This design comes from an exercise in tuning for small area, a short achievable clock period and few clock cycles per item on the open sky130 flow, not from production work. At most, simulation tests tie the RTL to the original design; equivalence was not proved. Only the layout flow was run in runs 1 to 3; the RTL was not checked for function there. No activity file was given, so power comes from the tool's default toggle rates.

==> design.v <==
`timescale 1ns / 1ps
package rsp_pkg;
	localparam int MAX_DEPTH_DEF  = 16;
	localparam int COUNT_BITS_DEF = 32;
	localparam logic [2:0] EV_IGNORE = 3'd0;
	localparam logic [2:0] EV_FRAME  = 3'd1;
	localparam logic [2:0] EV_DATA   = 3'd2;
	localparam logic [2:0] EV_VALUE  = 3'd3;
	localparam logic [2:0] EV_ERROR  = 3'd4;
	localparam logic [2:0] K_INT   = 3'd0;
	localparam logic [2:0] K_STR   = 3'd1;
	localparam logic [2:0] K_ERR   = 3'd2;
	localparam logic [2:0] K_BULK  = 3'd3;
	localparam logic [2:0] K_NULL  = 3'd4;
	localparam logic [2:0] K_ARRAY = 3'd5;
	localparam logic [2:0] E_NONE     = 3'd0;
	localparam logic [2:0] E_TOKEN    = 3'd1;
	localparam logic [2:0] E_MARKER   = 3'd2;
	localparam logic [2:0] E_DEEP     = 3'd3;
	localparam logic [2:0] E_OVERFLOW = 3'd4;
	localparam logic [7:0] CH_CR     = 8'h0D;
	localparam logic [7:0] CH_LF     = 8'h0A;
	localparam logic [7:0] CH_COLON  = 8'h3A;
	localparam logic [7:0] CH_PLUS   = 8'h2B;
	localparam logic [7:0] CH_MINUS  = 8'h2D;
	localparam logic [7:0] CH_DOLLAR = 8'h24;
	localparam logic [7:0] CH_USCORE = 8'h5F;
	localparam logic [7:0] CH_STAR   = 8'h2A;
	localparam logic [7:0] CH_ZERO   = 8'h30;
	localparam logic [7:0] CH_NINE   = 8'h39;
	localparam logic [63:0] INT_POS_LIM = 64'h7FFF_FFFF_FFFF_FFFF;
	localparam logic [63:0] INT_NEG_LIM = 64'h8000_0000_0000_0000;
	typedef enum logic [3:0] {
		PH_MARK,
		PH_INT_START,
		PH_INT_BODY,
		PH_COUNT,
		PH_STR,
		PH_NUL_CR,
		PH_LINE_LF,
		PH_BULK_DATA,
		PH_BULK_CR,
		PH_BULK_LF,
		PH_DONE
	} phase_t;
	typedef struct packed {
		logic en;
		logic clear;
		logic push;
		logic close;
	} stk_cmd_t;
	typedef struct packed {
		logic full;
		logic empty_close;
	} stk_stat_t;
endpackage
`timescale 1ns / 1ps
module rsp_digit (
	input  logic [7:0]  data,
	input  logic [63:0] acc,
	input  logic        neg,
	output logic        is_digit,
	output logic [63:0] acc_next,
	output logic        int_over,
	output logic        cnt_over
);
	localparam logic [63:0] INT_Q = 64'h0CCC_CCCC_CCCC_CCCC;
	localparam logic [63:0] INT_NQ = 64'hF333_3333_3333_3334;
	localparam logic [31:0] CNT_Q = 32'h1999_9999;
	logic [3:0]  d;
	logic [63:0] addend;
	assign is_digit = (data[7:4] == 4'h3) && ((data[3] == 1'b0) || (data[2:1] == 2'b00));
	assign d        = data[3:0];
	assign addend   = neg ? (64'd0 - {60'd0, d}) : {60'd0, d};
	assign acc_next = (acc << 3) + (acc << 1) + addend;
	assign int_over = neg ? (($signed(acc) < $signed(INT_NQ)) || ((acc == INT_NQ) && (d > 4'd8)))
	                      : ((acc > INT_Q) || ((acc == INT_Q) && (d > 4'd7)));
	assign cnt_over = (acc[31:0] > CNT_Q) || ((acc[31:0] == CNT_Q) && (d > 4'd5));
endmodule
`timescale 1ns / 1ps
module rsp_stack (
	input  logic        clk,
	input  logic        arst_n,
	input  logic        en,
	input  logic        clear,
	input  logic        push,
	input  logic        close,
	input  logic [31:0] push_val,
	output logic [4:0]  depth,
	output logic        full,
	output logic        empty_close
);
	logic [4:0]  ptr_q;
	logic [31:0] top_q;
	logic        top_one_q;
	logic [31:0] cnt_q [15];
	logic [14:0] zero_q;
	logic        found;
	logic [3:0]  sel;
	logic [31:0] top_dec;
	logic [31:0] sel_cnt;
	assign depth   = ptr_q;
	assign full    = ptr_q[4];
	assign top_dec = top_q - 32'd1;
	always_comb begin
		found = 1'b0;
		sel   = '0;
		for (int i = 0; i < 15; i++) begin
			if ((5'(i + 1) < ptr_q) && !zero_q[i]) begin
				found = 1'b1;
				sel   = 4'(i);
			end
		end
	end
	assign sel_cnt     = cnt_q[sel];
	assign empty_close = (ptr_q == 5'd0) || (top_one_q && !found);
	always_ff @(posedge clk or negedge arst_n) begin
		if (!arst_n) begin
			ptr_q <= '0;
		end else if (en && clear) begin
			ptr_q <= '0;
		end else if (en && push) begin
			ptr_q <= ptr_q + 5'd1;
		end else if (en && close) begin
			if (ptr_q != 5'd0 && !top_one_q) begin
				ptr_q <= ptr_q;
			end else begin
				ptr_q <= found ? (5'(sel) + 5'd1) : 5'd0;
			end
		end
	end
	always_ff @(posedge clk) begin
		if (en && push) begin
			top_q     <= push_val;
			top_one_q <= push_val == 32'd1;
		end else if (en && close && (ptr_q != 5'd0)) begin
			if (!top_one_q) begin
				top_q     <= top_dec;
				top_one_q <= top_q == 32'd2;
			end else begin
				top_q     <= sel_cnt;
				top_one_q <= sel_cnt == 32'd1;
			end
		end
	end
	always_ff @(posedge clk) begin
		for (int i = 0; i < 15; i++) begin
			if (en && push && (ptr_q == 5'(i + 1))) begin
				cnt_q[i]  <= top_dec;
				zero_q[i] <= top_one_q;
			end
		end
	end
endmodule
`timescale 1ns / 1ps
module resp_stream_parser (
	input  logic         clk,
	input  logic         arst_n,
	input  logic         s_tvalid,
	output logic         s_tready,
	input  logic [7:0]   s_tdata,   
	input  logic [0:0]   s_tuser,   
	output logic         m_tvalid,
	input  logic         m_tready,
	output logic [111:0] m_tdata,   
	output logic [5:0]   m_tuser,   
	output logic         m_tlast    
);
	localparam logic [63:0] INT_POS_SAT = 64'h7FFF_FFFF_FFFF_FFFF;
	localparam logic [63:0] INT_NEG_SAT = 64'h8000_0000_0000_0000;
	logic adv;
	logic valid_s1, valid_s2;
	logic [7:0] data_s1;
	logic start_s1;
	rsp_pkg::phase_t phase_q;
	rsp_pkg::phase_t phase_n;
	rsp_pkg::phase_t ph_c;
	logic [2:0]  kind_q, kind_n;
	logic [63:0] acc_q, acc_n;
	logic        neg_q, neg_n;
	logic        dig_q, dig_n;
	logic [31:0] off_q;
	logic        err_c;
	logic [2:0]  ecode_q, ecode_n;
	logic [2:0] ev;
	logic [2:0] new_code;
	logic       is_value;
	logic [2:0] ev_s2;
	logic [7:0] payload_s2;
	logic [4:0] depth_s2;
	logic        is_digit, int_over, cnt_over;
	logic [63:0] acc_next;
	logic        stk_push, stk_close;
	logic        stk_full, stk_empty_close;
	logic [4:0]  stk_depth;
	logic [31:0] bulk_c;
	assign adv      = valid_s1 && (!valid_s2 || m_tready);
	assign s_tready = !valid_s1 || adv;
	always_ff @(posedge clk or negedge arst_n) begin
		if (!arst_n) begin
			valid_s1 <= 1'b0;
		end else if (s_tvalid && s_tready) begin
			valid_s1 <= 1'b1;
		end else if (adv) begin
			valid_s1 <= 1'b0;
		end
	end
	always_ff @(posedge clk) begin
		if (s_tvalid && s_tready) begin
			data_s1  <= s_tdata;
			start_s1 <= s_tuser[0];
		end
	end
	assign ph_c   = start_s1 ? rsp_pkg::PH_MARK : phase_q;
	assign err_c  = !start_s1 && (ecode_q != rsp_pkg::E_NONE);
	assign bulk_c = acc_q[63:32];
	rsp_digit u_digit (
		.data     (data_s1),
		.acc      (acc_q),
		.neg      (neg_q),
		.is_digit (is_digit),
		.acc_next (acc_next),
		.int_over (int_over),
		.cnt_over (cnt_over)
	);
	rsp_stack u_stack (
		.clk         (clk),
		.arst_n      (arst_n),
		.en          (adv),
		.clear       (start_s1),
		.push        (stk_push),
		.close       (stk_close),
		.push_val    (acc_q[31:0]),
		.depth       (stk_depth),
		.full        (stk_full),
		.empty_close (stk_empty_close)
	);
	always_comb begin
		phase_n   = ph_c;
		kind_n    = kind_q;
		acc_n     = acc_q;
		neg_n     = neg_q;
		dig_n     = dig_q;
		ecode_n   = start_s1 ? rsp_pkg::E_NONE : ecode_q;
		ev        = rsp_pkg::EV_FRAME;
		new_code  = rsp_pkg::E_NONE;
		stk_push  = 1'b0;
		stk_close = 1'b0;
		if (err_c) begin
			ev = rsp_pkg::EV_IGNORE;
		end else begin
			case (ph_c)
				rsp_pkg::PH_MARK: begin
					acc_n = '0;
					neg_n = 1'b0;
					dig_n = 1'b0;
					case (data_s1)
						rsp_pkg::CH_COLON: begin
							kind_n  = rsp_pkg::K_INT;
							phase_n = rsp_pkg::PH_INT_START;
						end
						rsp_pkg::CH_PLUS: begin
							kind_n  = rsp_pkg::K_STR;
							phase_n = rsp_pkg::PH_STR;
						end
						rsp_pkg::CH_MINUS: begin
							kind_n  = rsp_pkg::K_ERR;
							phase_n = rsp_pkg::PH_STR;
						end
						rsp_pkg::CH_DOLLAR: begin
							kind_n  = rsp_pkg::K_BULK;
							phase_n = rsp_pkg::PH_COUNT;
						end
						rsp_pkg::CH_USCORE: begin
							kind_n  = rsp_pkg::K_NULL;
							phase_n = rsp_pkg::PH_NUL_CR;
						end
						rsp_pkg::CH_STAR: begin
							kind_n  = rsp_pkg::K_ARRAY;
							phase_n = rsp_pkg::PH_COUNT;
						end
						default: begin
							ev       = rsp_pkg::EV_ERROR;
							new_code = rsp_pkg::E_MARKER;
						end
					endcase
				end
				rsp_pkg::PH_INT_START, rsp_pkg::PH_INT_BODY: begin
					if ((ph_c == rsp_pkg::PH_INT_START) &&
					    ((data_s1 == rsp_pkg::CH_PLUS) || (data_s1 == rsp_pkg::CH_MINUS))) begin
						neg_n   = data_s1 == rsp_pkg::CH_MINUS;
						phase_n = rsp_pkg::PH_INT_BODY;
					end else if (is_digit) begin
						acc_n   = int_over ? (neg_q ? INT_NEG_SAT : INT_POS_SAT) : acc_next;
						dig_n   = 1'b1;
						phase_n = rsp_pkg::PH_INT_BODY;
					end else if ((data_s1 == rsp_pkg::CH_CR) && ((ph_c == rsp_pkg::PH_INT_START) || dig_q)) begin
						phase_n = rsp_pkg::PH_LINE_LF;
					end else begin
						ev       = rsp_pkg::EV_ERROR;
						new_code = rsp_pkg::E_TOKEN;
					end
				end
				rsp_pkg::PH_COUNT: begin
					if (is_digit) begin
						if (cnt_over) begin
							ev       = rsp_pkg::EV_ERROR;
							new_code = rsp_pkg::E_OVERFLOW;
						end else begin
							acc_n = acc_next;
						end
					end else if (data_s1 == rsp_pkg::CH_CR) begin
						phase_n = rsp_pkg::PH_LINE_LF;
					end else begin
						ev       = rsp_pkg::EV_ERROR;
						new_code = rsp_pkg::E_TOKEN;
					end
				end
				rsp_pkg::PH_STR: begin
					if (data_s1 == rsp_pkg::CH_CR) begin
						phase_n = rsp_pkg::PH_LINE_LF;
					end else if (data_s1 == rsp_pkg::CH_LF) begin
						ev       = rsp_pkg::EV_ERROR;
						new_code = rsp_pkg::E_TOKEN;
					end else begin
						ev = rsp_pkg::EV_DATA;
					end
				end
				rsp_pkg::PH_NUL_CR, rsp_pkg::PH_BULK_CR: begin
					if (data_s1 == rsp_pkg::CH_CR) begin
						phase_n = (ph_c == rsp_pkg::PH_NUL_CR) ? rsp_pkg::PH_LINE_LF : rsp_pkg::PH_BULK_LF;
					end else begin
						ev       = rsp_pkg::EV_ERROR;
						new_code = rsp_pkg::E_TOKEN;
					end
				end
				rsp_pkg::PH_BULK_DATA: begin
					ev                 = rsp_pkg::EV_DATA;
					acc_n[63:32]       = bulk_c - 32'd1;
					if (bulk_c == 32'd1) begin
						phase_n = rsp_pkg::PH_BULK_CR;
					end
				end
				rsp_pkg::PH_LINE_LF, rsp_pkg::PH_BULK_LF: begin
					if (data_s1 != rsp_pkg::CH_LF) begin
						ev       = rsp_pkg::EV_ERROR;
						new_code = rsp_pkg::E_TOKEN;
					end else if ((ph_c == rsp_pkg::PH_LINE_LF) && (kind_q == rsp_pkg::K_BULK)) begin
						acc_n[63:32] = acc_q[31:0];
						phase_n      = (acc_q[31:0] == 32'd0) ? rsp_pkg::PH_BULK_CR : rsp_pkg::PH_BULK_DATA;
					end else if ((ph_c == rsp_pkg::PH_LINE_LF) && (kind_q == rsp_pkg::K_ARRAY) &&
					             (acc_q[31:0] != 32'd0)) begin
						if (stk_full) begin
							ev       = rsp_pkg::EV_ERROR;
							new_code = rsp_pkg::E_DEEP;
						end else begin
							stk_push = 1'b1;
							ev       = rsp_pkg::EV_VALUE;
							phase_n  = rsp_pkg::PH_MARK;
						end
					end else begin
						ev = rsp_pkg::EV_VALUE;
						stk_close = 1'b1;
						phase_n   = stk_empty_close ? rsp_pkg::PH_DONE : rsp_pkg::PH_MARK;
					end
				end
				default: begin
					ev = rsp_pkg::EV_IGNORE;
				end
			endcase
			if (ev == rsp_pkg::EV_ERROR) begin
				ecode_n = new_code;
			end
		end
	end
	always_ff @(posedge clk or negedge arst_n) begin
		if (!arst_n) begin
			phase_q <= rsp_pkg::PH_MARK;
			ecode_q <= rsp_pkg::E_NONE;
			off_q   <= '1;
		end else if (adv) begin
			phase_q <= phase_n;
			ecode_q <= ecode_n;
			off_q   <= start_s1 ? 32'd0 : (off_q + 32'd1);
		end
	end
	always_ff @(posedge clk) begin
		if (adv) begin
			kind_q <= kind_n;
			acc_q  <= acc_n;
			neg_q  <= neg_n;
			dig_q  <= dig_n;
		end
	end
	always_ff @(posedge clk or negedge arst_n) begin
		if (!arst_n) begin
			valid_s2 <= 1'b0;
		end else if (adv) begin
			valid_s2 <= 1'b1;
		end else if (m_tready) begin
			valid_s2 <= 1'b0;
		end
	end
	always_ff @(posedge clk) begin
		if (adv) begin
			ev_s2      <= ev;
			payload_s2 <= (ev == rsp_pkg::EV_DATA) ? data_s1 : 8'd0;
			depth_s2   <= start_s1 ? 5'd0 : stk_depth;
		end
	end
	assign is_value = ev_s2 == rsp_pkg::EV_VALUE;
	assign m_tvalid = valid_s2;
	assign m_tdata  = {off_q, ecode_q, depth_s2,
	                   (is_value && (kind_q != rsp_pkg::K_STR) && (kind_q != rsp_pkg::K_ERR) &&
	                    (kind_q != rsp_pkg::K_NULL)) ? acc_q : 64'd0,
	                   payload_s2};
	assign m_tuser  = {((ev_s2 == rsp_pkg::EV_FRAME) || (ev_s2 == rsp_pkg::EV_DATA) || is_value) ? kind_q : rsp_pkg::K_INT,
	                   ev_s2};
	assign m_tlast  = is_value && (phase_q == rsp_pkg::PH_DONE);
endmodule
==> run.sh <==
#!/bin/bash
# synth_recipe.tcl (not shown) runs the flow's synth.tcl, then flattens the netlist and writes it again
# the make line also repeats each setting of config.mk as NAME=value (left out here)
make -C /OpenROAD-flow-scripts/flow DESIGN_CONFIG=/design/flow/config.mk WORK_HOME=/design/flow/orfs CLKGATE_MAP_FILE= SYNTH_SCRIPT=/design/flow/synth_recipe.tcl finish
==> config.mk <==
export PLATFORM = sky130hd
export DESIGN_NAME = resp_stream_parser
export DESIGN_NICKNAME = resp_stream_parser
export VERILOG_FILES = /design/flow/design.v
export SDC_FILE = /design/flow/constraint.sdc
export NUM_CORES = 4
export LEC_CHECK = 0
export CAP_MARGIN = 20
export CORE_MARGIN = 2
export CORE_UTILIZATION = 40
export SLEW_MARGIN = 20
==> constraint.sdc <==
create_clock -name core_clock -period 8.5 [get_ports {clk}]
set_input_delay 1.7000 -clock core_clock [delete_from_list [all_inputs] [get_ports {clk}]]
set_output_delay 1.7000 -clock core_clock [all_outputs]
set_load 0.01 [all_outputs]
==> results of run 1 <==
-- per-layer routing --
layer | wire length (µm) | share of wire | up-vias | GRT usage
met4 | 3058 | 0.026 | 2 | 0.07605
met3 | 9591 | 0.083 | 194 | 0.03499
met2 | 54200 | 0.47 | 1285 | 0.4067
met1 | 48550 | 0.42 | 13490 | 0.3534
met5 | 13 | 0.00011 | - | 0
li1 | - | - | 11830 | -
-- critical path: cells and delay by family (launching register included) --
family	cells	cell delay (ns)
flip-flops	1	0.86
AND/OR/NAND/NOR	5	1.72
AO/OA/AOI/OAI	10	3.11
buffers and inverters	3	0.75
adder cells (fa/ha/maj)	1	0.16
-- logic make-up after synthesis --
| kind of cell | count (synthesis) | share of synthesized area |
|---|---|---|
| compound gates | 806 | 0.1583 |
| buf+inv | 234 | 0.02889 |
| mux | 22 | 0.006423 |
| simple gates | 990 | 0.1435 |
| xor+xnor | 145 | 0.03602 |
| flops | 668 | 0.5635 |
| fa+ha+maj | 142 | 0.06338 |
-- stage by stage --
step	hold slack [ns]	area [µm²]	util
CTS	0.4878	40530	0.4657
finish	0.4825	40580	0.4663
global route	0.4989	40580	0.4663
detailed placement	0.4799	38130	0.4382
floorplan	0.4716	35260	-
global placement	0.4711	38040	0.4371
-- state kept, by name (all words and copies together) (netlist names), 4 cells and up --
signal          flops
acc_q              64
data_s1             8
depth_s2            5
payload_s2          8
u_stack.cnt_q     480
u_stack.zero_q     15
u_stack.top_q      32
u_stack.ptr_q       5
off_q              32
phase_q             4
-- worst max-delay path by stage --
stage | slack, ns | end | cells after the start | start
2_1_floorplan | 2.13 | u_stack.cnt_q[12][0]$_DFFE_PP_ | 8 | m_tready
3_3_place_gp | 1.82 | u_stack.top_one_q$_DFFE_PP_ | 15 | u_stack.ptr_q[4]$_DFFE_PN0P_
3_5_place_dp | 1.74 | acc_q[53]$_DFFE_PP_ | 17 | data_s1[1]$_DFFE_PP_
4_1_cts | 1.71 | acc_q[53]$_DFFE_PP_ | 17 | data_s1[1]$_DFFE_PP_
5_1_grt | 1.25 | acc_q[63]$_DFFE_PP_ | 18 | data_s1[1]$_DFFE_PP_
6_report | 1.70 | u_stack.top_one_q$_DFFE_PP_ | 19 | u_stack.ptr_q[1]$_DFFE_PN0P_
-- cells in the mapped netlist, drive strengths merged, types with 20 or more instances --
cell	number	share of area
a2111oi	21	0.0058
a211oi	32	0.0072
a21o	27	0.0057
a21oi	171	0.024
a221oi	29	0.0072
a222oi	20	0.0057
a22o	25	0.0062
a22oi	91	0.019
a31oi	30	0.0055
and2	93	0.017
and3	56	0.0099
buf	54	0.0097
clkbuf	119	0.013
dfstp	32	0.024
edfxtp	622	0.53
fa	61	0.035
ha	81	0.029
inv	60	0.0064
nand2	197	0.021
nand2b	32	0.0057
nand3	130	0.018
nand4	52	0.0092
nor2	226	0.024
nor2b	21	0.0037
nor3	67	0.010
nor4	44	0.0086
o211ai	42	0.0089
o21ai	153	0.022
xnor2	55	0.014
xor2	90	0.022
-- power by group through the flow --
| stage | logic [mW] | registers (mW) | clock network [mW] |
|---|---|---|---|
| finish | 3.48 | 4.11 | 3.21 |
| global placement | 3.38 | 4.17 | 0 |
| global route | 3.87 | 4.13 | 3.38 |
| floorplan | 2.56 | 3.97 | 0 |
| CTS | 3.42 | 4.10 | 3.26 |
| detailed placement | 3.40 | 4.17 | 0 |
-- cell type report --
cell class / instances / area [µm²]
Clock buffer: 83 / 1864
Multi-Input combinational cell: 2105 / 14630
Fill cell: 7906 / 46440
Inverter: 61 / 229.0
Clock inverter: 49 / 531.8
Tap cell: 1155 / 1445
Timing Repair Buffer: 216 / 2012
Sequential cell: 668 / 19870
==> flow_summary.yaml, run 1 <==
critical_path:
  cp.required_ns: 8.98
  worstSetupPathType: "reg -> reg"
  reg2reg_from: "u_stack.ptr_q[1]$_DFFE_PN0P_"
  cp_max_fo: 22
  path_cells: "nand2_1 -> o21ai_0 -> a21oi_1 -> o22ai_1 -> a21oi_1 -> o21ai_0 -> nand3_1 -> inv_1 -> ha_1 -> buf_4 -> and3_1 -> buf_4 -> a211oi_1 -> a31o_1 -> a2111oi_0 -> o22ai_1 -> nor4_1 -> nand4_1 -> o311ai_2"
  slowest_stage: "a2111oi_0"
  timing.rr.end: "u_stack.top_one_q$_DFFE_PP_"
  worstPathArrival_ns: 7.27
  reg2reg_depth: 19
  start_kind: "flop"
  endpoint_kind: "flop"
  slowest_delay_ns: 1.04
  r2r_setup_slack_ns: 1.70
die:
  ios: 134
  fp.dieW_um: 300.9
  initial_core_util: 0.4052
  coreArea_um2: 87020
  chipHeight_um: 300.9
  row_count: 108
  fp.dieArea_um2: 90540
timing:
  fmax_mhz: 147.2
  skew_ns: 0.04553
  grt_setup_unrepaired: "false"
  finalSetupTns_ns: 0
  fin_ws_ns: 1.705
  slew_violations: 0
  slew_headroom: 0.2276
  setup_viol: 0
  hold_violations: 0
  worst_slew_pin_slew_ns: 1.129
  fin_crit_ns: 6.795
  fin_crit_sh: 0.7995
cells_and_area:
  final_cell_mix: "edfxtp_1 (622), nor2_1 (216), nand2_1 (195)"
  final_common_cell: "edfxtp_1"
  drive_above_1_share: 0.09899
  area_growth_pct: 15.10
  nets: 3280
  antenna_cells: 0
  fin_cells: 4337
power_and_ir_drop:
  seqPwrFrac: 0.381
  power.density_nw_per_um2: 266.2
  p_int_mw: 6.911
  total_power_mw: 10.80
  p_clk_frac: 0.297
  power_leakage_nw: 13.62
  vdd_ir_drop_max_mv: 0.2435
  switching_share: 0.3602
  pwr-share-comb: 0.322
  netSwitchingPower_mw: 3.890
placement:
  gp_congestion: 0.9662
  place.detailed.hpwl_um: 75150
  dp_slack_ns: 1.739
  numPortBuffers: 133
  place_inst: 4204
route:
  drt_iter0_markers: 3469
  drcViolationCount: 0
  num_vias: 26800
  via_per_inst: 6.179
  drt_pre_antenna_iters: 8
  wire_per_inst_um: 26.61
  wirelength_um: 115400
  antenna_left: 0
job:
  maxCapViolCount: 0
synthesis:
  synth_cell_type_count: 102
  syn_inst: 3007
  ys_warn_count: 3
  ys_ff_latch: 668
  syn_area_um2: 35260
  syn_area_per_cell_um2: 11.73
  synth-seq-area-share: 0.5635
  synth-edff-count: 622
  syn_nets: 3162
  synth-main-ff-cell: "edfxtp_1"
  async_reset_ff_frac: 0.06886
clock_tree:
  path_clk_slew_ns: 0.06
  post_cts_buffers: 0
  insertion_delay_ns: 0.66
  cts_sinks: 668
  clock_path_buffers: 3
  cts_root_buffer: "clkbuf_16"
  cts_tree: "yes"
  cts_resized: 0
  postCtsHoldBufs: 0
  h-tree-depth: 3
  cts_buffers: 73
global_route:
  grt_pass1_vias: 26100
  grt_use_total: 0.2520
  grt_max_degree: 71
  antenna_found_initial: 5
  grt_pass1_wl_um: 172100
  gr-total-overflow: 0
hold_path:
  whs_endpoint: "off_q[1]$_DFFE_PN1P_"
  hp-start: "off_q[1]$_DFFE_PN1P_"
  hold_class: "reg -> reg"
  holdPathStages: 2
outcome:
  status: "finished clean"
==> inputs of run 2 (changes only) <==
--- a/design.v
+++ b/design.v
@@ -168,10 +168,10 @@
 );
 	localparam logic [63:0] INT_POS_SAT = 64'h7FFF_FFFF_FFFF_FFFF;
 	localparam logic [63:0] INT_NEG_SAT = 64'h8000_0000_0000_0000;
-	logic adv;
-	logic valid_s1, valid_s2;
-	logic [7:0] data_s1;
-	logic start_s1;
+	logic adv, s_fire, load_s1;
+	logic valid_s1, valid_s2, valid_sk;
+	logic [7:0] data_s1, data_sk;
+	logic start_s1, start_sk;
 	rsp_pkg::phase_t phase_q;
 	rsp_pkg::phase_t phase_n;
 	rsp_pkg::phase_t ph_c;
@@ -184,8 +184,11 @@
 	logic [2:0]  ecode_q, ecode_n;
 	logic [2:0] ev;
 	logic [2:0] new_code;
-	logic       is_value;
+	logic       done;
 	logic [2:0] ev_s2;
+	logic [2:0] kind_s2;
+	logic       done_s2;
+	logic       numen_s2;
 	logic [7:0] payload_s2;
 	logic [4:0] depth_s2;
 	logic        is_digit, int_over, cnt_over;
@@ -195,20 +198,34 @@
 	logic [4:0]  stk_depth;
 	logic [31:0] bulk_c;
 	assign adv      = valid_s1 && (!valid_s2 || m_tready);
-	assign s_tready = !valid_s1 || adv;
+	assign s_tready = !valid_sk;
+	assign s_fire   = s_tvalid && !valid_sk;
+	assign load_s1  = valid_sk ? adv : (s_fire && (adv || !valid_s1));
 	always_ff @(posedge clk or negedge arst_n) begin
 		if (!arst_n) begin
 			valid_s1 <= 1'b0;
-		end else if (s_tvalid && s_tready) begin
-			valid_s1 <= 1'b1;
-		end else if (adv) begin
-			valid_s1 <= 1'b0;
+			valid_sk <= 1'b0;
+		end else begin
+			if (load_s1) begin
+				valid_s1 <= 1'b1;
+			end else if (adv) begin
+				valid_s1 <= 1'b0;
+			end
+			if (valid_sk) begin
+				valid_sk <= !adv;
+			end else begin
+				valid_sk <= s_fire && valid_s1 && !adv;
+			end
 		end
 	end
 	always_ff @(posedge clk) begin
-		if (s_tvalid && s_tready) begin
-			data_s1  <= s_tdata;
-			start_s1 <= s_tuser[0];
+		if (load_s1) begin
+			data_s1  <= valid_sk ? data_sk : s_tdata;
+			start_s1 <= valid_sk ? start_sk : s_tuser[0];
+		end
+		if (!valid_sk) begin
+			data_sk  <= s_tdata;
+			start_sk <= s_tuser[0];
 		end
 	end
 	assign ph_c   = start_s1 ? rsp_pkg::PH_MARK : phase_q;
@@ -246,6 +263,7 @@
 		new_code  = rsp_pkg::E_NONE;
 		stk_push  = 1'b0;
 		stk_close = 1'b0;
+		done      = 1'b0;
 		if (err_c) begin
 			ev = rsp_pkg::EV_IGNORE;
 		end else begin
@@ -361,6 +379,7 @@
 					end else begin
 						ev = rsp_pkg::EV_VALUE;
 						stk_close = 1'b1;
+						done      = stk_empty_close;
 						phase_n   = stk_empty_close ? rsp_pkg::PH_DONE : rsp_pkg::PH_MARK;
 					end
 				end
@@ -404,17 +423,17 @@
 	always_ff @(posedge clk) begin
 		if (adv) begin
 			ev_s2      <= ev;
+			kind_s2    <= ((ev == rsp_pkg::EV_FRAME) || (ev == rsp_pkg::EV_DATA) || (ev == rsp_pkg::EV_VALUE)) ?
+			              kind_n : rsp_pkg::K_INT;
+			done_s2    <= done;
+			numen_s2   <= (ev == rsp_pkg::EV_VALUE) && (kind_n != rsp_pkg::K_STR) &&
+			              (kind_n != rsp_pkg::K_ERR) && (kind_n != rsp_pkg::K_NULL);
 			payload_s2 <= (ev == rsp_pkg::EV_DATA) ? data_s1 : 8'd0;
 			depth_s2   <= start_s1 ? 5'd0 : stk_depth;
 		end
 	end
-	assign is_value = ev_s2 == rsp_pkg::EV_VALUE;
 	assign m_tvalid = valid_s2;
-	assign m_tdata  = {off_q, ecode_q, depth_s2,
-	                   (is_value && (kind_q != rsp_pkg::K_STR) && (kind_q != rsp_pkg::K_ERR) &&
-	                    (kind_q != rsp_pkg::K_NULL)) ? acc_q : 64'd0,
-	                   payload_s2};
-	assign m_tuser  = {((ev_s2 == rsp_pkg::EV_FRAME) || (ev_s2 == rsp_pkg::EV_DATA) || is_value) ? kind_q : rsp_pkg::K_INT,
-	                   ev_s2};
-	assign m_tlast  = is_value && (phase_q == rsp_pkg::PH_DONE);
+	assign m_tdata  = {off_q, ecode_q, depth_s2, numen_s2 ? acc_q : 64'd0, payload_s2};
+	assign m_tuser  = {kind_s2, ev_s2};
+	assign m_tlast  = done_s2;
 endmodule
--- a/config.mk
+++ b/config.mk
@@ -8,4 +8,5 @@
 export CAP_MARGIN = 20
 export CORE_MARGIN = 2
 export CORE_UTILIZATION = 40
+export SETUP_SLACK_MARGIN = 4
 export SLEW_MARGIN = 20
==> run 2 against run 1 <==
  * Still clean on timing, DRC and antenna
  * Via count rose by 4.0%
  * Area after synthesis rose by 0.13%
  * Synthesized cell count barely moved
  * Highest routed layer is now met4
==> flow_summary.yaml, run 2 <==
outcome:
  status: "finished clean"
route:
  drt_pre_antenna_iters: 5
  wirelength_um: 124800
  antenna_left: 0
  met3WireLength_um: 11370
  maxUsedRoutingLayer: "met4"
  num_vias: 27860
  drt_iter0_markers: 3330
  via_per_inst: 6.205
  met2_wirelength_um: 59300
  wl_met1_um: 47630
  drcViolationCount: 0
  wire_per_inst_um: 27.79
timing:
  finalSetupTns_ns: 0
  fin_crit_ns: 4.886
  hold_violations: 0
  fin_crit_sh: 0.5748
  slew_violations: 0
  setup_viol: 0
  skew_ns: 0.06138
  fmax_mhz: 204.7
  grt_setup_unrepaired: "true"
  slew_headroom: 0.2133
  worst_slew_pin_slew_ns: 1.176
clock_tree:
  path_clk_slew_ns: 0.06
  h-tree-depth: 3
  cts_sinks: 683
  cts_root_buffer: "clkbuf_16"
  cts_tree: "yes"
  clock_path_buffers: 3
  cts_buffers: 75
  insertion_delay_ns: 0.66
placement:
  numPortBuffers: 133
  place.detailed.hpwl_um: 75010
  place_area_um2: 38340
  gp_congestion: 0.9422
critical_path:
  cp.required_ns: 8.99
  path_cells: "nor3_4 -> nand3_1 -> a21oi_2 -> o22ai_1 -> o21ai_1 -> a21oi_1 -> o32a_1 -> o22ai_2 -> o21ai_2 -> a21oi_2 -> inv_2 -> ha_4 -> o31a_1 -> buf_12 -> a22o_1 -> a21oi_1 -> nand4_1 -> o32a_1 -> or4_4 -> or4_4 -> o22ai_2"
  cp_max_fo: 13
  r2r_setup_slack_ns: 3.61
  slowest_delay_ns: 0.55
  endpoint_kind: "flop"
  timing.rr.end: "u_stack.top_one_q$_DFFE_PP_"
  reg2reg_depth: 21
  worstPathArrival_ns: 5.37
  worstSetupPathType: "reg -> reg"
  start_kind: "flop"
  reg2reg_from: "u_stack.ptr_q[2]$_DFFE_PN0P_"
  slowest_stage: "or4_4"
synthesis:
  syn_nets: 3165
  synth_cell_type_count: 88
  yosysMostFrequentCell: "edfxtp_1"
  synth-seq-area-share: 0.5728
  syn_area_per_cell_um2: 11.73
  ys_warn_count: 3
  synthTopCellsByCount: "edfxtp_1 (627), nor2_1 (239), nand2_1 (209), a21oi_1 (206), o21ai_0 (170)"
  synth-edff-count: 627
  async_reset_ff_frac: 0.06881
  ys_ff_latch: 683
  synth_top_cell_area_share: 0.5333
  yosys-top-cells-area: "edfxtp_1 (53%), fa_1 (3.5%), a21oi_1 (2.9%), ha_1 (2.9%), nor2_1 (2.5%)"
  syn_area_um2: 35310
  syn_inst: 3010
  yosysTopAreaCell: "edfxtp_1"
  synth-main-ff-cell: "edfxtp_1"
die:
  row_count: 108
  initial_core_util: 0.4051
  coreArea_um2: 87160
  fp.dieArea_um2: 90660
  fp.dieW_um: 301.1
  ios: 134
  chipHeight_um: 301.1
global_route:
  grt_max_degree: 71
  gr-total-overflow: 0
  antenna_found_initial: 0
  grt_pass1_wl_um: 180000
  grt_use_total: 0.2655
  grt_pass1_vias: 27470
job:
  maxCapViolCount: 0
cells_and_area:
  drive_above_1_share: 0.1955
  top_regs: "u_stack.cnt_q x480, acc_q x64"
  top_register: "u_stack.cnt_q"
  largest_reg_flops: 480
  antenna_cells: 0
  final_common_cell: "edfxtp_1"
  area_growth_pct: 24.71
  final_cell_mix: "edfxtp_1 (627), nor2_1 (219), nand2_1 (202)"
  nets: 3433
  finalInstanceArea_um2: 44030
hold_path:
  holdPathStages: 1
  hp-start: "data_sk[0]$_DFF_P_"
  whs_endpoint: "data_sk[0]$_DFF_P_"
  hold_class: "reg -> reg"
power_and_ir_drop:
  power_leakage_nw: 13.85
  power.density_nw_per_um2: 354.8
  vdd_ir_drop_max_mv: 0.2855
  total_power_mw: 15.62
run 2: cell count changes after synthesis, moves of 21 or more:
cell / previous run / this run
a21oi_1: 170 / 206
a22oi_1: 91 / 65
a21o_1: 27 / 49
clkbuf_1: 119 / 142
o211ai_1: 42 / 21
nand3_1: 130 / 96
mux2i_1: 17 / 41
and3_1: 56 / 32
a221oi_1: 29 / 53
run 2: per-stage QoR:
stage | util | hold WS, ns | setup slack, ns | instances
6_report | 0.5052 | 0.4795 | 3.614 | 4490
5_1_grt | 0.5052 | 0.4959 | 3.497 | 4490
4_1_cts | 0.4924 | 0.4817 | 3.709 | 4442
3_5_place_dp | 0.4399 | 0.4677 | 2.044 | 4198
3_3_place_gp | 0.4395 | 0.4602 | 2.081 | 4197
2_1_floorplan | - | 0.4460 | 3.655 | 3010
run 2: cell type report:
| class | instances | area, µm² |
|---|---|---|
| Multi-Input combinational cell | 2106 | 16000 |
| Clock inverter | 48 | 619.3 |
| Inverter | 63 | 241.5 |
| Fill cell | 7551 | 43130 |
| Sequential cell | 683 | 20230 |
| Timing Repair Buffer | 348 | 3563 |
| Tap cell | 1155 | 1445 |
| Timing Repair inverter | 1 | 5.005 |
| Clock buffer | 86 | 1918 |
run 2: worst max-delay path, delay by kind of cell, from the launching register on:
family / cells / cell delay (ns)
AOI/OAI and AO/OA: 13 / 2.14
adders and majority gates: 1 / 0.21
buffers and inverters: 2 / 0.27
DFF: 1 / 0.47
and+or+nand+nor: 5 / 1.63
run 2: cell families (layout without fill, tap and decap cells):
logic type,Yosys count,in the layout,synth area share
and+or+nand+nor,908,918,0.1262
AOI/OAI and AO/OA,844,849,0.1604
adders and majority gates,143,143,0.06358
muxes,53,53,0.01545
DFF,683,683,0.5728
xor gates and xnor gates,143,143,0.03548
buffers and inverters,236,546,0.02608
run 2: power by group:
part	total [mW]	internal (mW)	switching [mW]
registers	4.52	3.94	0.579
clock network	3.38	1.95	1.43
logic	7.72	3.48	4.24
run 2: worst max path at each step:
stage / to / from / cells past startpoint / slack [ns]
final: u_stack.top_one_q$_DFFE_PP_ / u_stack.ptr_q[2]$_DFFE_PN0P_ / 21 / 3.61
after global routing: u_stack.top_one_q$_DFFE_PP_ / u_stack.ptr_q[2]$_DFFE_PN0P_ / 21 / 3.50
after CTS: u_stack.top_one_q$_DFFE_PP_ / u_stack.ptr_q[2]$_DFFE_PN0P_ / 21 / 3.71
after detailed placement: u_stack.top_one_q$_DFFE_PP_ / u_stack.ptr_q[4]$_DFFE_PN0P_ / 23 / 2.04
after global placement: u_stack.top_one_q$_DFFE_PP_ / u_stack.ptr_q[4]$_DFFE_PN0P_ / 23 / 2.08
after floorplan: acc_q[63]$_DFFE_PP_ / data_s1[1]$_DFFE_PP_ / 17 / 3.65
run 2: repair_timing:
action | CTS | global route
pin swaps | 89 | 71
endpoints found under the setup margin | 524 | 370
setup buffers | 93 | 41
hold buffers | 0 | 0
resized for setup | 194 | 122
cloned | 17 | 7
run 2: routing by layer:
layer,GRT usage,vias to the layer above
met2,0.4379,1481
met1,0.3433,13940
met4,0.1179,0
met5,0,-
met3,0.04603,340
li1,-,12100
==> inputs of run 3 (changes only) <==
--- a/config.mk
+++ b/config.mk
@@ -8,5 +8,5 @@
 export CAP_MARGIN = 20
 export CORE_MARGIN = 2
 export CORE_UTILIZATION = 40
-export SETUP_SLACK_MARGIN = 4
+export SETUP_SLACK_MARGIN = 5
 export SLEW_MARGIN = 20
==> run 3 against run 2 <==
  * Sequential share of layout area is 4.6 points lower
  * Flip-flop and latch count unchanged
  * Power is 16% higher
  * Sequential power is 5.1% lower
  * Register-to-register slack got worse by 0.19 ns
  * Fmax shrank 3.7%
  * Largest cell class unchanged
  * Clock power decreased by 2%
  * Synthesized cell count stayed put
  * Critical path depth increased by 2
  * Non-clock buffer count is 291 higher
==> flow_summary.yaml, run 3 <==
clock_tree:
  cts_buffers: 79
  h-tree-depth: 3
  cts_sinks: 683
  insertion_delay_ns: 0.65
  path_clk_slew_ns: 0.06
  clock_path_buffers: 3
  cts_tree: "yes"
  cts_root_buffer: "clkbuf_16"
cells_and_area:
  top_regs: "u_stack.cnt_q x480, acc_q x64"
  final_cell_mix: "edfxtp_1 (627), buf_4 (319), nor2_1 (193)"
  nets: 3728
  largest_reg_flops: 480
  final_common_cell: "edfxtp_1"
  finalInstanceArea_um2: 49000
  area_growth_pct: 38.79
  top_register: "u_stack.cnt_q"
  fin_util: 0.5622
  antenna_cells: 0
  drive_above_1_share: 0.3558
critical_path:
  endpoint_kind: "flop"
  cp.required_ns: 8.98
  worstPathArrival_ns: 5.56
  cp_max_fo: 5
  worstSetupPathType: "reg -> reg"
  start_kind: "flop"
hold_path:
  hold_class: "reg -> reg"
synthesis:
  syn_nets: 3165
  synth-seq-area-share: 0.5728
  synth-edff-count: 627
  syn_inst: 3010
  yosys-top-cells-area: "edfxtp_1 (53%), fa_1 (3.5%), a21oi_1 (2.9%), ha_1 (2.9%), nor2_1 (2.5%)"
  synthTopCellsByCount: "edfxtp_1 (627), nor2_1 (239), nand2_1 (209), a21oi_1 (206), o21ai_0 (170)"
  syn_area_per_cell_um2: 11.73
  ys_ff_latch: 683
  syn_area_um2: 35310
  synth_cell_type_count: 88
  yosysMostFrequentCell: "edfxtp_1"
  yosysTopAreaCell: "edfxtp_1"
  synth-main-ff-cell: "edfxtp_1"
  ys_warn_count: 3
  synth_top_cell_area_share: 0.5333
  async_reset_ff_frac: 0.06881
placement:
  gp_congestion: 0.9238
  place.detailed.hpwl_um: 74440
  numPortBuffers: 133
  place_area_um2: 38800
power_and_ir_drop:
  power_leakage_nw: 16.46
  p_clk_frac: 0.182
  pwr-share-comb: 0.582
  vdd_ir_drop_max_mv: 0.4108
  switching_share: 0.4045
  p_int_mw: 10.81
  power.density_nw_per_um2: 370.6
  seqPwrFrac: 0.236
  netSwitchingPower_mw: 7.346
timing:
  worst_slew_pin_slew_ns: 1.258
  fin_crit_sh: 0.5969
  setup_viol: 0
  fin_crit_ns: 5.074
  slew_headroom: 0.1572
  finalSetupTns_ns: 0
  hold_violations: 0
  slew_violations: 0
  fmax_mhz: 197.1
  skew_ns: 0.02849
  grt_setup_unrepaired: "true"
global_route:
  grt_max_degree: 61
  gr-total-overflow: 0
  grt_pass1_vias: 29160
  grt_pass1_wl_um: 193600
  grt_use_total: 0.2860
  antenna_found_initial: 1
die:
  initial_core_util: 0.4051
  fp.dieW_um: 301.1
  chipHeight_um: 301.1
  row_count: 108
  ios: 134
  fp.dieArea_um2: 90660
  coreArea_um2: 87160
route:
  drcViolationCount: 0
  antenna_left: 0
  wire_per_inst_um: 28.66
  via_per_inst: 6.298
  drt_pre_antenna_iters: 8
  num_vias: 30180
  wirelength_um: 137400
  drt_iter0_markers: 3988
outcome:
  status: "finished clean"
job:
  maxCapViolCount: 0
-- run 3: cell counts after synthesis --
No cell type changed its count.
-- run 3: worst paths after layout --
| kind | cells past startpoint | startpoint | slack, ns | end |
|---|---|---|---|---|
| setup / recovery | 23 | u_stack.ptr_q[3]$_DFFE_PN0P_ | 3.43 | u_stack.top_one_q$_DFFE_PP_ |
| hold / removal | 1 | data_sk[7]$_DFF_P_ | 0.47 | data_sk[7]$_DFF_P_ |
| setup reg to reg | 23 | u_stack.ptr_q[3]$_DFFE_PN0P_ | 3.43 | u_stack.top_one_q$_DFFE_PP_ |
| hold reg to reg | 1 | data_sk[7]$_DFF_P_ | 0.47 | data_sk[7]$_DFF_P_ |
| max in group asynchronous | 2 | arst_n | 6.88 | u_stack.ptr_q[3]$_DFFE_PN0P_ |
| min in group asynchronous | 2 | arst_n | 1.16 | phase_q[0]$_DFFE_PN0P_ |
-- run 3: power by group through the flow --
stage               Sequential [mW]  Combinational, mW  Clock [mW]
floorplan                      4.28               4.90           0
finish                         4.29               10.6        3.30
global placement               4.54               6.29           0
detailed placement             4.55               6.35           0
global route                   4.33               11.2        3.45
CTS                            4.29               8.67        3.31
-- run 3: area by class of cell --
| type | count | area (µm²) |
|---|---|---|
| Tap cell | 1155 | 1445 |
| Timing Repair inverter | 1 | 16.27 |
| Timing Repair Buffer | 639 | 6711 |
| Inverter | 63 | 270.3 |
| Clock inverter | 48 | 416.7 |
| Sequential cell | 683 | 20250 |
| Clock buffer | 97 | 2066 |
| Fill cell | 6931 | 38160 |
| Multi-Input combinational cell | 2106 | 17830 |
-- run 3: stage by stage --
| step | total power [mW] | std cells | hold slack [ns] | setup WS [ns] |
|---|---|---|---|---|
| 3_3_place_gp | 10.83 | 4200 | 0.4539 | 2.424 |
| 4_1_cts | 16.26 | 4672 | 0.4747 | 3.588 |
| 3_5_place_dp | 10.90 | 4200 | 0.4608 | 2.234 |
| 2_1_floorplan | 9.183 | 3010 | 0.4460 | 3.680 |
| 6_report | 18.16 | 4792 | 0.4723 | 3.426 |
| 5_1_grt | 19.00 | 4792 | 0.4985 | 3.315 |
-- run 3: cell families (layout without fill, tap and decap cells) --
logic type	Yosys count	after routing	share of synthesized area
xor gates and xnor gates	143	143	0.03548
adders and majority gates	143	143	0.06358
DFF	683	683	0.5728
buffers and inverters	236	848	0.02608
and+or+nand+nor	908	917	0.1262
muxes	53	53	0.01545
AOI/OAI and AO/OA	844	850	0.1604
-- run 3: layer usage --
layer | part of all wire | up-vias | global-route usage | wire, µm
li1 | - | 12720 | - | -
met1 | 0.37 | 14930 | 0.3762 | 51370
met2 | 0.46 | 2025 | 0.4673 | 63850
met3 | 0.10 | 499 | 0.05194 | 14180
met4 | 0.058 | 2 | 0.1176 | 7943
met5 | 0.000095 | - | 0 | 13
-- run 3: what timing repair did --
action / CTS / global route
gates resized for setup: 725 / 379
setup endpoints to repair: 824 / 728
hold buffers: 0 / 0
cloned: 30 / 10
setup buffers: 297 / 110
pin swaps: 193 / 191
-- run 3: worst max-delay path, stage by stage (launching register included) --
cell	delay, ns
dfrtp_4	0.52
or3_4	0.39
nand2_2	0.07
a21oi_2	0.06
o22ai_2	0.11
o21ai_1	0.09
a21oi_1	0.16
o32a_1	0.18
o22ai_2	0.10
o21ai_2	0.08
a21oi_2	0.10
buf_4	0.17
ha_4	0.17
and2_4	0.15
and2_4	0.22
buf_6	0.14
buf_6	0.12
a2111o_2	0.38
buf_6	0.15
buf_4	0.14
o22a_4	0.26
or4_4	0.49
or4_4	0.54
o22ai_2	0.15
==> inputs of run 4 (changes only) <==
--- a/design.v
+++ b/design.v
@@ -65,16 +65,20 @@
 	output logic        cnt_over
 );
 	localparam logic [63:0] INT_Q = 64'h0CCC_CCCC_CCCC_CCCC;
-	localparam logic [63:0] INT_NQ = 64'hF333_3333_3333_3334;
 	localparam logic [31:0] CNT_Q = 32'h1999_9999;
-	logic [3:0]  d;
-	logic [63:0] addend;
+	logic [3:0] d;
+	logic [4:0] addend;
+	logic       gt, eq, eqm1, hi_eq;
 	assign is_digit = (data[7:4] == 4'h3) && ((data[3] == 1'b0) || (data[2:1] == 2'b00));
 	assign d        = data[3:0];
-	assign addend   = neg ? (64'd0 - {60'd0, d}) : {60'd0, d};
-	assign acc_next = (acc << 3) + (acc << 1) + addend;
-	assign int_over = neg ? (($signed(acc) < $signed(INT_NQ)) || ((acc == INT_NQ) && (d > 4'd8)))
-	                      : ((acc > INT_Q) || ((acc == INT_Q) && (d > 4'd7)));
+	assign addend   = neg ? (5'd9 + 5'(d)) : 5'(d);
+	assign acc_next = (acc << 3) + (acc << 1) + 64'(addend);
+	assign gt    = acc > INT_Q;
+	assign hi_eq = acc[63:4] == INT_Q[63:4];
+	assign eq    = hi_eq && (acc[3:0] == INT_Q[3:0]);
+	assign eqm1  = hi_eq && (acc[3:0] == (INT_Q[3:0] - 4'd1));
+	assign int_over = neg ? (!acc[63] && (gt || eq || (eqm1 && (d > 4'd8))))
+	                      : (gt || (eq && (d > 4'd7)));
 	assign cnt_over = (acc[31:0] > CNT_Q) || ((acc[31:0] == CNT_Q) && (d > 4'd5));
 endmodule
 `timescale 1ns / 1ps
@@ -92,28 +96,36 @@
 );
 	logic [4:0]  ptr_q;
 	logic [31:0] top_q;
-	logic        top_one_q;
+	logic        top_one;
 	logic [31:0] cnt_q [15];
 	logic [14:0] zero_q;
 	logic        found;
-	logic [3:0]  sel;
 	logic [31:0] top_dec;
 	logic [31:0] sel_cnt;
 	assign depth   = ptr_q;
 	assign full    = ptr_q[4];
 	assign top_dec = top_q - 32'd1;
+	assign top_one = top_q == 32'd1;
+	logic [14:0] cand, pick, above;
+	logic [4:0]  pop_ptr;
 	always_comb begin
-		found = 1'b0;
-		sel   = '0;
 		for (int i = 0; i < 15; i++) begin
-			if ((5'(i + 1) < ptr_q) && !zero_q[i]) begin
-				found = 1'b1;
-				sel   = 4'(i);
-			end
+			cand[i] = (5'(i + 1) < ptr_q) && !zero_q[i];
+		end
+		above[14] = 1'b0;
+		for (int i = 13; i >= 0; i--) begin
+			above[i] = above[i + 1] || cand[i + 1];
+		end
+		pick    = cand & ~above;
+		found   = |cand;
+		sel_cnt = '0;
+		pop_ptr = '0;
+		for (int i = 0; i < 15; i++) begin
+			sel_cnt = sel_cnt | ({32{pick[i]}} & cnt_q[i]);
+			pop_ptr = pop_ptr | ({5{pick[i]}} & 5'(i + 1));
 		end
 	end
-	assign sel_cnt     = cnt_q[sel];
-	assign empty_close = (ptr_q == 5'd0) || (top_one_q && !found);
+	assign empty_close = (ptr_q == 5'd0) || (top_one && !found);
 	always_ff @(posedge clk or negedge arst_n) begin
 		if (!arst_n) begin
 			ptr_q <= '0;
@@ -122,32 +134,25 @@
 		end else if (en && push) begin
 			ptr_q <= ptr_q + 5'd1;
 		end else if (en && close) begin
-			if (ptr_q != 5'd0 && !top_one_q) begin
+			if (ptr_q != 5'd0 && !top_one) begin
 				ptr_q <= ptr_q;
 			end else begin
-				ptr_q <= found ? (5'(sel) + 5'd1) : 5'd0;
+				ptr_q <= pop_ptr;
 			end
 		end
 	end
 	always_ff @(posedge clk) begin
 		if (en && push) begin
-			top_q     <= push_val;
-			top_one_q <= push_val == 32'd1;
+			top_q <= push_val;
 		end else if (en && close && (ptr_q != 5'd0)) begin
-			if (!top_one_q) begin
-				top_q     <= top_dec;
-				top_one_q <= top_q == 32'd2;
-			end else begin
-				top_q     <= sel_cnt;
-				top_one_q <= sel_cnt == 32'd1;
-			end
+			top_q <= top_one ? sel_cnt : top_dec;
 		end
 	end
 	always_ff @(posedge clk) begin
 		for (int i = 0; i < 15; i++) begin
 			if (en && push && (ptr_q == 5'(i + 1))) begin
 				cnt_q[i]  <= top_dec;
-				zero_q[i] <= top_one_q;
+				zero_q[i] <= top_one;
 			end
 		end
 	end
@@ -166,8 +171,7 @@
 	output logic [5:0]   m_tuser,   
 	output logic         m_tlast    
 );
-	localparam logic [63:0] INT_POS_SAT = 64'h7FFF_FFFF_FFFF_FFFF;
-	localparam logic [63:0] INT_NEG_SAT = 64'h8000_0000_0000_0000;
+	localparam logic [63:0] INT_SAT = 64'h7FFF_FFFF_FFFF_FFFF;
 	logic adv, s_fire, load_s1;
 	logic valid_s1, valid_s2, valid_sk;
 	logic [7:0] data_s1, data_sk;
@@ -307,9 +311,10 @@
 					if ((ph_c == rsp_pkg::PH_INT_START) &&
 					    ((data_s1 == rsp_pkg::CH_PLUS) || (data_s1 == rsp_pkg::CH_MINUS))) begin
 						neg_n   = data_s1 == rsp_pkg::CH_MINUS;
+						acc_n   = {64{data_s1 == rsp_pkg::CH_MINUS}};
 						phase_n = rsp_pkg::PH_INT_BODY;
 					end else if (is_digit) begin
-						acc_n   = int_over ? (neg_q ? INT_NEG_SAT : INT_POS_SAT) : acc_next;
+						acc_n   = int_over ? INT_SAT : acc_next;
 						dig_n   = 1'b1;
 						phase_n = rsp_pkg::PH_INT_BODY;
 					end else if ((data_s1 == rsp_pkg::CH_CR) && ((ph_c == rsp_pkg::PH_INT_START) || dig_q)) begin
@@ -321,11 +326,10 @@
 				end
 				rsp_pkg::PH_COUNT: begin
 					if (is_digit) begin
+						acc_n = acc_next;
 						if (cnt_over) begin
 							ev       = rsp_pkg::EV_ERROR;
 							new_code = rsp_pkg::E_OVERFLOW;
-						end else begin
-							acc_n = acc_next;
 						end
 					end else if (data_s1 == rsp_pkg::CH_CR) begin
 						phase_n = rsp_pkg::PH_LINE_LF;
@@ -378,6 +382,9 @@
 						end
 					end else begin
 						ev = rsp_pkg::EV_VALUE;
+						if (kind_q == rsp_pkg::K_INT && neg_q) begin
+							acc_n = ~acc_q;
+						end
 						stk_close = 1'b1;
 						done      = stk_empty_close;
 						phase_n   = stk_empty_close ? rsp_pkg::PH_DONE : rsp_pkg::PH_MARK;
--- a/config.mk
+++ b/config.mk
@@ -8,5 +8,5 @@
 export CAP_MARGIN = 20
 export CORE_MARGIN = 2
 export CORE_UTILIZATION = 40
-export SETUP_SLACK_MARGIN = 5
+export SETUP_SLACK_MARGIN = 4
 export SLEW_MARGIN = 20
==> run 4 against run 3 <==
  * Core utilization down 9.2 points
  * First-iteration DRC count fell by 30%
  * Power is 22% lower
  * Cell count shrank 12%
  * Cell area decreased by 18%
  * Sequential power rose by 12%
  * Clock power down 3%
  * Register-to-register slack gained 0.69 ns
  * Critical path depth shrank 16
  * Largest cell class unchanged
  * Largest power group unchanged
  * Highest routed layer is now met4
==> flow_summary.yaml, run 4 <==
critical_path:
  reg2reg_from: "acc_q[25]$_DFFE_PP_"
  reg2reg_depth: 10
  slowest_stage: "nor2_4"
  slowest_delay_ns: 0.87
  r2r_setup_slack_ns: 4.12
  timing.rr.end: "u_stack.top_q[15]$_DFFE_PP_"
  critPathTopFamily: "simple AND/OR/NAND/NOR gates"
  cp_num_cells: 7
  cp_max_fo: 33
  startpoint: "m_tready"
  endpoint: "u_stack.cnt_q[0][27]$_DFFE_PP_"
  path_cells: "clkdlybuf4s50_1 -> nand2b_1 -> nand2_2 -> nor2_1 -> and4_1 -> nand2_1 -> nor2_4"
  cp.required_ns: 8.74
  worstPathArrival_ns: 4.65
  worstSetupPathType: "in -> reg"
  critPathBufInv: 1
  endpoint_kind: "flop"
  start_kind: "input pin"
cells_and_area:
  antenna_cells: 0
  top_regs: "u_stack.cnt_q x480, acc_q x64"
  seq_area_um2: 20190
  area_growth_pct: 16.65
  largest_reg_flops: 480
  fillCellCount: 7553
  drive_above_1_share: 0.1047
  final_cell_mix: "edfxtp_1 (626), nand2_1 (232), nor2_1 (207)"
  final_common_cell: "edfxtp_1"
  multi_input_area_um2: 13670
  nets: 3175
  top_register: "u_stack.cnt_q"
  finalInstanceArea_um2: 39960
timing:
  slew_headroom: 0.2675
  grt_setup_unrepaired: "true"
  slew_violations: 0
  worst_slew_pin_slew_ns: 1.090
  finalSetupTns_ns: 0
  setup_viol: 0
  skew_ns: 0.03876
  fmax_mhz: 226.7
  fin_ws_ns: 4.088
  fin_crit_sh: 0.5190
  hold_violations: 0
  fin_crit_ns: 4.412
global_route:
  grt_pass1_wl_um: 155300
  grt_pass1_vias: 24910
  grt_max_degree: 59
  gr-total-overflow: 0
  antenna_found_initial: 1
  grt_use_total: 0.2319
clock_tree:
  insertion_delay_ns: 0.64
  h-tree-depth: 3
  path_clk_slew_ns: 0.06
  cts_tree: "yes"
  cts_buffers: 74
  cts_sinks: 682
  clock_path_buffers: 3
  cts_root_buffer: "clkbuf_16"
  postCtsHoldBufs: 0
route:
  antenna_left: 0
  drt_pre_antenna_iters: 6
  via_per_inst: 6.089
  drcViolationCount: 0
  drt_iter0_markers: 2795
  wirelength_um: 103300
  num_vias: 25760
  wire_per_inst_um: 24.43
synthesis:
  synthTopCellsByCount: "edfxtp_1 (626), nand2_1 (233), nor2_1 (221), clkbuf_1 (158), a21oi_1 (155)"
  syn_area_per_cell_um2: 11.81
  syn_inst: 2900
  async_reset_ff_frac: 0.06891
  yosys-top-cells-area: "edfxtp_1 (55%), ha_1 (4.9%), nand2_1 (2.6%), dfstp_2 (2.5%), nor2_1 (2.4%)"
  ys_warn_count: 3
  synth-seq-area-share: 0.5895
  syn_nets: 3050
  syn_area_um2: 34260
  ys_ff_latch: 682
  synth_cell_type_count: 88
  yosysTopAreaCell: "edfxtp_1"
  yosysMostFrequentCell: "edfxtp_1"
  synth-edff-count: 626
  synth_top_cell_area_share: 0.5487
  synth-main-ff-cell: "edfxtp_1"
die:
  fp.dieArea_um2: 88000
  chipHeight_um: 296.7
  ios: 134
  row_count: 107
  fp.dieW_um: 296.7
  coreArea_um2: 85010
  initial_core_util: 0.4030
placement:
  numPortBuffers: 133
  place_area_um2: 37210
  place.detailed.hpwl_um: 68100
  dp_slack_ns: 3.250
  gp_congestion: 0.9313
outcome:
  status: "finished clean"
power_and_ir_drop:
  power_leakage_nw: 13.63
  total_power_mw: 14.10
  power.density_nw_per_um2: 352.9
  vdd_ir_drop_max_mv: 0.1934
hold_path:
  hold_class: "reg -> reg"
job:
  maxCapViolCount: 0
## run 4: cell count changes in the layout (fill, tap and decap cells not counted), moves of 53 or more
| cell | previous run | this run |
|---|---|---|
| ha_1 | 40 | 131 |
| buf_6 | 155 | 1 |
| clkdlybuf4s50_1 | 48 | 132 |
| and2_4 | 76 | 2 |
| a21oi_2 | 55 | 2 |
| buf_4 | 319 | 76 |
| o21ai_1 | 59 | 2 |
| and2_1 | 10 | 77 |
## run 4: worst min-delay path, stage by stage, from the launching register on
cell     delay (ns)
dfstp_2        0.39
nand2_1        0.05
nand2_1        0.04
## run 4: worst min path at each step
stage | from | to | cells after the start
after detailed placement | data_sk[6]$_DFF_P_ | data_sk[6]$_DFF_P_ | 1
after global routing | off_q[1]$_DFFE_PN1P_ | off_q[1]$_DFFE_PN1P_ | 2
after CTS | off_q[1]$_DFFE_PN1P_ | off_q[1]$_DFFE_PN1P_ | 2
after floorplan | data_sk[7]$_DFF_P_ | data_sk[7]$_DFF_P_ | 1
after global placement | data_sk[7]$_DFF_P_ | data_sk[7]$_DFF_P_ | 1
final | off_q[1]$_DFFE_PN1P_ | off_q[1]$_DFFE_PN1P_ | 2
## run 4: repair_timing
item | in CTS | in global routing
pin swaps | 1 | 8
resized for setup | 12 | 28
hold endpoints to repair | 0 | 0
setup buffers | 5 | 14
endpoints found under the setup margin | 26 | 305
## run 4: layout make-up
type	count	share of cell area
Sequential cell	682	0.5053
Multi-Input combinational cell	1994	0.3420
Timing Repair Buffer	215	0.05119
Clock buffer	94	0.04953
Tap cell	1144	0.03582
Clock inverter	43	0.01061
Inverter	58	0.005479
## run 4: per-stage QoR
step / instances / utilization / hold slack (ns)
global route: 4230 / 0.4701 / 0.4917
global placement: 4068 / 0.4359 / 0.4546
floorplan: 2900 / - / 0.4460
detailed placement: 4074 / 0.4377 / 0.4647
CTS: 4216 / 0.4669 / 0.4802
finish: 4230 / 0.4701 / 0.4801
## run 4: logic make-up (layout without fill, tap and decap cells)
group                    after synthesis  in the layout  synth area share
buffers and inverters                224            410           0.02469
AND/OR/NAND/NOR                      933            933            0.1375
flip-flops                           682            682            0.5895
multiplexers                          15             15          0.004748
adder cells (fa/ha/maj)              137            137           0.05069
XOR/XNOR                             110            110           0.02812
AO/OA/AOI/OAI                        799            799            0.1648
## run 4: per-layer routing
| layer | up-vias | track usage | share of wire |
|---|---|---|---|
| li1 | 11630 | - | - |
| met1 | 12840 | 0.3121 | 0.42 |
| met2 | 1101 | 0.3791 | 0.47 |
| met3 | 183 | 0.03848 | 0.075 |
| met4 | 0 | 0.08241 | 0.032 |
| met5 | - | 0 | 0 |
## run 4: where the power goes
group	switching [mW]	total (mW)	internal (mW)
Sequential	0.690	4.80	4.11
Combinational	3.65	6.10	2.44
Clock	1.38	3.20	1.83
Testbench counts of run 4, summed over its fixed seeds: cycles 320,543, items 320,527.
==> inputs of run 5 (changes only) <==
--- a/config.mk
+++ b/config.mk
@@ -7,6 +7,6 @@
 export LEC_CHECK = 0
 export CAP_MARGIN = 20
 export CORE_MARGIN = 2
-export CORE_UTILIZATION = 40
-export SETUP_SLACK_MARGIN = 4
+export CORE_UTILIZATION = 55
+export SETUP_SLACK_MARGIN = 4.5
 export SLEW_MARGIN = 20
==> run 5 against run 4 <==
  * Register-to-register slack better by 0.27 ns
  * Worst hold slack lost 0.00072 ns
  * Via count increased by 2.6%
  * First-iteration DRC count is 15% higher
  * Still clean
  * Global-route usage rose by 8.8 points
  * Sequential share of layout area down 1.0 points
  * Largest cell class unchanged
  * Flip-flop and latch count stayed put
  * Count of clock-buffer cells in the layout is 3 lower
  * Combinational power grew 8.9%
  * Die area decreased by 27%
  * Sequential power shrank 2%
  * Core utilization grew 19 points
==> flow_summary.yaml, run 5 <==
clock_tree:
  postCtsHoldBufs: 0
  clock_path_buffers: 3
  cts_buffers: 73
  path_clk_slew_ns: 0.07
  h-tree-depth: 3
  insertion_delay_ns: 0.65
  cts_sinks: 682
  cts_tree: "yes"
  cts_root_buffer: "clkbuf_16"
route:
  via_per_inst: 6.626
  drt_pre_antenna_iters: 6
  wirelength_um: 104200
  drcViolationCount: 0
  num_vias: 26440
  drt_iter0_markers: 3221
  antenna_left: 0
  wire_per_inst_um: 26.10
timing:
  setup_viol: 0
  skew_ns: 0.02955
  slew_headroom: 0.2589
  fin_crit_ns: 4.114
  worst_slew_pin_slew_ns: 1.106
  hold_violations: 0
  slew_violations: 0
  fmax_mhz: 243.1
  finalSetupTns_ns: 0
  fin_crit_sh: 0.4840
  grt_setup_unrepaired: "true"
cells_and_area:
  drive_above_1_share: 0.1442
  fillCellCount: 4641
  top_regs: "u_stack.cnt_q x480, acc_q x64"
  multi_input_area_um2: 14110
  top_register: "u_stack.cnt_q"
  largest_reg_flops: 480
  final_cell_mix: "edfxtp_1 (626), nand2_1 (227), nor2_1 (206)"
  area_growth_pct: 19.07
  nets: 3242
  fin_cells: 3990
  seq_area_um2: 20200
  final_common_cell: "edfxtp_1"
power_and_ir_drop:
  p_clk_frac: 0.234
  vdd_ir_drop_max_mv: 0.2690
  p_int_mw: 8.938
  seqPwrFrac: 0.318
  netSwitchingPower_mw: 5.896
  power.density_nw_per_um2: 363.6
  power_leakage_nw: 14.14
  pwr-share-comb: 0.448
  switching_share: 0.3975
global_route:
  gr-total-overflow: 0
  antenna_found_initial: 4
  grt_pass1_wl_um: 155300
  grt_max_degree: 59
  grt_pass1_vias: 25370
  grt_use_total: 0.3195
synthesis:
  synth_cell_type_count: 88
  synthTopCellsByCount: "edfxtp_1 (626), nand2_1 (233), nor2_1 (221), clkbuf_1 (158), a21oi_1 (155)"
  synth-edff-count: 626
  syn_area_um2: 34260
  synth_top_cell_area_share: 0.5487
  synth-main-ff-cell: "edfxtp_1"
  syn_inst: 2900
  yosys-top-cells-area: "edfxtp_1 (55%), ha_1 (4.9%), nand2_1 (2.6%), dfstp_2 (2.5%), nor2_1 (2.4%)"
  syn_nets: 3050
  async_reset_ff_frac: 0.06891
  ys_ff_latch: 682
  synth-seq-area-share: 0.5895
  syn_area_per_cell_um2: 11.81
  yosysMostFrequentCell: "edfxtp_1"
  ys_warn_count: 3
  yosysTopAreaCell: "edfxtp_1"
die:
  fp.dieArea_um2: 64300
  fp.dieW_um: 253.6
  chipHeight_um: 253.6
  row_count: 91
  initial_core_util: 0.5562
  ios: 134
  coreArea_um2: 61600
critical_path:
  endpoint_kind: "flop"
  start_kind: "flop"
  worstPathArrival_ns: 4.49
  cp.required_ns: 8.88
  cp_max_fo: 4
  worstSetupPathType: "reg -> reg"
placement:
  place_inst: 3757
  numPortBuffers: 133
  place.detailed.hpwl_um: 65920
  gp_congestion: 0.9388
hold_path:
  hold_class: "reg -> reg"
outcome:
  status: "finished clean"
job:
  maxCapViolCount: 0
-- run 5: cell count changes in the layout (fill, tap and decap cells not counted), sizes merged, moves of 3 or more --
cell,before,now
diode,0,4
bufinv,5,15
nor2,221,225
buf,83,146
clkbuf,94,91
clkinv,29,19
-- run 5: worst paths after layout --
check	start	end	slack [ns]	depth (start not counted)
setup / recovery	data_s1[1]$_DFFE_PP_	acc_q[60]$_DFFE_PP_	4.39	20
setup reg to reg	data_s1[1]$_DFFE_PP_	acc_q[60]$_DFFE_PP_	4.39	20
hold reg to reg	data_sk[6]$_DFF_P_	data_sk[6]$_DFF_P_	0.48	1
hold / removal	data_sk[6]$_DFF_P_	data_sk[6]$_DFF_P_	0.48	1
max in group asynchronous	arst_n	u_stack.ptr_q[0]$_DFFE_PN0P_	6.98	1
min in group asynchronous	arst_n	ecode_q[1]$_DFFE_PN0P_	1.08	1
-- run 5: repair_timing --
item,CTS,global route
pin swaps,38,20
buffers inserted,65,27
resized for setup,73,67
gates cloned,4,1
endpoints found under the setup margin,659,459
-- run 5: final cells by class --
type                       count  area share
clock buffer                  91     0.04745
antenna                        4   0.0002454
timing repair buffer         278     0.06352
inverter                      58    0.005521
multi-input combinational   1999      0.3458
sequential                   682      0.4952
clock inverter                41     0.01662
tap                          837     0.02567
-- run 5: per-layer routing --
layer	part of all wire	up-vias	wire [µm]	GRT usage
met4	0.039	2	4014	0.1263
met5	0.00014	-	15	0.001544
met1	0.40	13120	41250	0.4262
met3	0.082	257	8566	0.05111
met2	0.48	1293	50310	0.5258
li1	-	11770	-	-
-- run 5: critical path, cell delays in order, from the launching register on --
cell	delay [ns]
edfxtp_1	0.51
buf_6	0.16
inv_4	0.04
ha_4	0.26
nand2_2	0.05
o21ai_2	0.06
ha_2	0.21
ha_4	0.15
inv_2	0.04
fa_2	0.41
nor2b_4	0.13
o211ai_1	0.18
a21oi_2	0.21
o211ai_1	0.09
buf_4	0.18
a2111oi_4	0.33
buf_4	0.20
o21ai_4	0.09
nand2_2	0.13
a31oi_1	0.09
or3b_1	0.35
-- run 5: cell families after synthesis --
logic type,Yosys count,share of synthesized area
XOR/XNOR,110,0.02812
buffers and inverters,224,0.02469
multiplexers,15,0.004748
adder cells (fa/ha/maj),137,0.05069
AND/OR/NAND/NOR,933,0.1375
flip-flops,682,0.5895
AO/OA/AOI/OAI,799,0.1648
-- run 5: power groups by stage --
stage | sequential (mW) | combinational [mW] | clock (mW)
5_1_grt | 4.75 | 7.24 | 3.64
6_report | 4.71 | 6.64 | 3.48
2_1_floorplan | 4.47 | 4.24 | 0
3_5_place_dp | 4.91 | 5.64 | 0
4_1_cts | 4.71 | 6.13 | 3.51
3_3_place_gp | 4.90 | 5.60 | 0
-- run 5: stage by stage --
stage          hold slack [ns]  utilization  setup WS, ns  area, µm²  power (mW)
2_1_floorplan           0.4460            -         4.017      34320       8.703
3_3_place_gp            0.4562       0.5942         3.246      36600       10.49
3_5_place_dp            0.4626       0.5952         3.176      36660       10.55
4_1_cts                 0.4847       0.6520         4.429      40160       14.35
5_1_grt                 0.5036       0.6621         4.247      40790       15.62
6_report                0.4794       0.6622         4.386      40790       14.83

## re-timing with driven ports
How much do the figures lean on ideal ports? The routed layouts below were timed once more, with nothing changed but the port constraints. Step 1 sets driving cells, clkbuf_16 on the clock port and buf_2 on the other inputs (assumed; they add their load-dependent delay and slew). Step 2 times the ports against the registers' clock, not the clock port: input delays grow and output delays shrink by t, the midpoint of the rising clock arrivals with the driver on. Slacks: ideal / step 1 / step 2; pairs: ideal / step 1.
| run | t (ns) | setup slack, ns | hold slack, ns | worst setup path at the end |
|---|---|---|---|---|
| run 1 | 0.696 | 1.705 / 1.705 / 1.705 | 0.482 / 0.482 / 0.482 | register to register |
| run 2 | 0.697 | 3.614 / 3.614 / 3.431 | 0.479 / 0.479 / 0.479 | input to register |
| run 3 | 0.704 | 3.426 / 3.426 / 3.426 | 0.472 / 0.472 / 0.472 | register to register |
| run 4 | 0.686 | 4.088 / 4.117 / 3.445 | 0.480 / 0.480 / 0.480 | input to register |
| run 5 | 0.701 | 4.386 / 4.386 / 3.931 | 0.479 / 0.479 / 0.479 | input to register |
After both steps every run listed still meets setup and hold. The setup slack of run 4, which loses most, moves by +0.029 ns with the drivers and by -0.643 ns with both steps.
